Context: an optimization exercise on an open-source flow, tuned for small area. The choices shown serve that exercise and are no tape-out recipe. In this exercise RTL edits were held to simulation tests only and were not proved equivalent to the original. No activity file was given, so power comes from the tool's default toggle rates.

Setup of run A:
==> flow/design.v (excerpt) <==
module prog_memory_loader #(
    parameter int ADDR_W  = 8,
    parameter int INSTR_W = 17,
    parameter int DEPTH   = 256
) (
    input  logic               clk,
    input  logic               reset,
    input  logic               load_start,
    input  logic               load_valid,
    input  logic [INSTR_W-1:0] load_data,
    input  logic               load_end,
    output logic               load_ready,
    output logic [ADDR_W:0]    load_count,
    output logic               load_ovf,
    output logic               busy,
    input  logic               fetch_req,
    input  logic [ADDR_W-1:0]  fetch_addr,
    output logic [INSTR_W-1:0] fetch_data,
    output logic               fetch_valid
);
    localparam int NB = 8;               
    localparam int BW = 3;               
    localparam int HW = ADDR_W - BW;     
    localparam int NG = DEPTH / NB - 1;  
    localparam int NR = NG * NB;         
    logic               st_load_q, st_run_q;
    logic [ADDR_W:0]    load_count_q;
    logic               load_ovf_q;
    logic               fetch_valid_q;
    logic [INSTR_W-1:0] fetch_data_q;
    logic [BW-1:0]      tl_q;            
    logic [HW-1:0]      th_q;            
    logic               full, we;
    assign full        = load_count_q[ADDR_W];
    assign busy        = st_load_q;
    assign load_ready  = st_load_q && !full;
    assign load_count  = load_count_q;
    assign load_ovf    = load_ovf_q;
    assign fetch_data  = fetch_data_q;
    assign fetch_valid = fetch_valid_q;
    assign we = reset && !load_start && st_load_q && load_valid && !full;
    logic [BW-1:0] tln;
    logic [HW-1:0] thn;
    assign tln = tl_q + 1'b1;
    assign thn = (tl_q != '1) ? th_q : (th_q == HW'(NG - 1)) ? '0 : th_q + 1'b1;
    always_ff @(posedge clk) begin
        tl_q <= tln;
        th_q <= thn;
        if (!reset) begin
            st_load_q     <= 1'b0;
            st_run_q      <= 1'b0;
            load_count_q  <= '0;
            load_ovf_q    <= 1'b0;
            fetch_valid_q <= 1'b0;
        end else begin
            fetch_valid_q <= fetch_req && !st_load_q;
            if (load_start) begin
  ...
clock: 7.0 ns
lec_check: 0
cap_margin: 20
core_margin: 2
core_utilization: 45
cts_cluster_diameter: 60
cts_cluster_size: 30
slew_margin: 20
synth_hierarchical: 1
synth_memory_max_bits: 8192
run.sh (not shown) runs the stock make flow with config.mk's settings and CLKGATE_MAP_FILE= SYNTH_SCRIPT=/design/flow/synth_recipe.tcl, a recipe that flattens the netlist after the stock synthesis.
Run A -> stages 100% | layout checks FAIL | setup timing
Setup changes, run A to run B
- SETUP_SLACK_MARGIN newly set to 0.4
--- outcome ---
Run B reached the end of the flow, and the finished layout is clean on the timing, design-rule and antenna checks.
From run A to run B, gate count of the mapped netlist did not move at all.
Run A and run B ended up with nearly the same routed via count divided by cell count.
Run A and run B ended up with nearly the same total power density per cell area.
Run B vs run A: wire length on met3 up slightly
Diff run A..run B | site row count | unchanged
Post-detailed-routing wire length across run A and run B: no real change.
There was hardly any difference in all-layer global routing usage between run B and run A.
Comparing count of plain and timing-repair buffers in the layout for run A and run B, the smaller number came from run A.
Input changes introduced in run C (baseline for comparison: run B):
- changing SETUP_SLACK_MARGIN from 0.4 to 0.5
==> flow/flow/run.sh (new file) <==
#!/bin/bash
# The standard layout (standard.sh), with one change: the clock tree is
# built without dummy loads and with sink clusters of up to 30 flip-flops
# within 60 um, which needs far fewer clock buffers for this flop-heavy design.
# The full output of the ORFS run goes to run_standard.log here; each ORFS
# step also keeps its own log under orfs/logs/.
set -euo pipefail
export CTS_ARGS="-sink_clustering_enable -repair_clock_nets -dont_use_dummy_load -sink_clustering_size 30 -sink_clustering_max_diameter 60"
bash standard.sh > run_standard.log 2>&1
==> flow/standard.sh (new file) <==
#!/bin/bash
# synth_recipe.tcl (not shown) runs the flow's synth.tcl, then flattens the netlist and writes it again
# the make line also repeats each setting of config.mk as NAME=value (left out here)
make -C /OpenROAD-flow-scripts/flow DESIGN_CONFIG=/design/flow/config.mk WORK_HOME=/design/flow/orfs CLKGATE_MAP_FILE= SYNTH_SCRIPT=/design/flow/synth_recipe.tcl "${@:-finish}"
removed: flow/run.sh
Notes after the runs:
- The more densely filled core belongs to run B, not run C.
- Design area: higher on run B
- Between run B and run C, power per cell area decreased.
- Run C vs run B: critical path depth up
- ~same wire length in run B and run C
- Between run B and run C, the growth of design area from synthesis to finish is higher for run B.
- Any difference in DRC violation total after the first TritonRoute iteration between run B and run C is small enough to ignore.
- Sequential cell area: run C vs run B — no meaningful difference
- Relative to run B, final worst setup slack has increased by 54 ps in run C.

==> port drivers added, routing unchanged <==
How much do the figures lean on ideal ports? The routed layouts below were timed once more, with nothing changed but the port constraints. Step 1 sets driving cells, clkbuf_16 on the clock port and buf_2 on the other inputs (assumed; they add their load-dependent delay and slew). Step 2 times the ports against the registers' clock, not the clock port: input delays grow and output delays shrink by t, the midpoint of the rising clock arrivals with the driver on. a / b / c = ideal / step 1 / step 2; a / b = the first two.
run	t (ns)	setup WS [ns]	worst setup path after step 2	worst register clock-pin slew, ns	cell pins on the clock port's net
run A	1.031	-0.030 / 0.042 / -0.989	input to register	0.11 / 0.11	1
run B	1.032	0.392 / 0.460 / -0.572	input to register	0.11 / 0.11	1
run C	1.006	0.446 / 0.512 / -0.494	input to register	0.11 / 0.11	1
Met with ideal ports but missed after step 2: setup timing in run B and run C. The setup slack of run B, which loses most, moves by +0.068 ns with the drivers and by -0.964 ns with both steps.
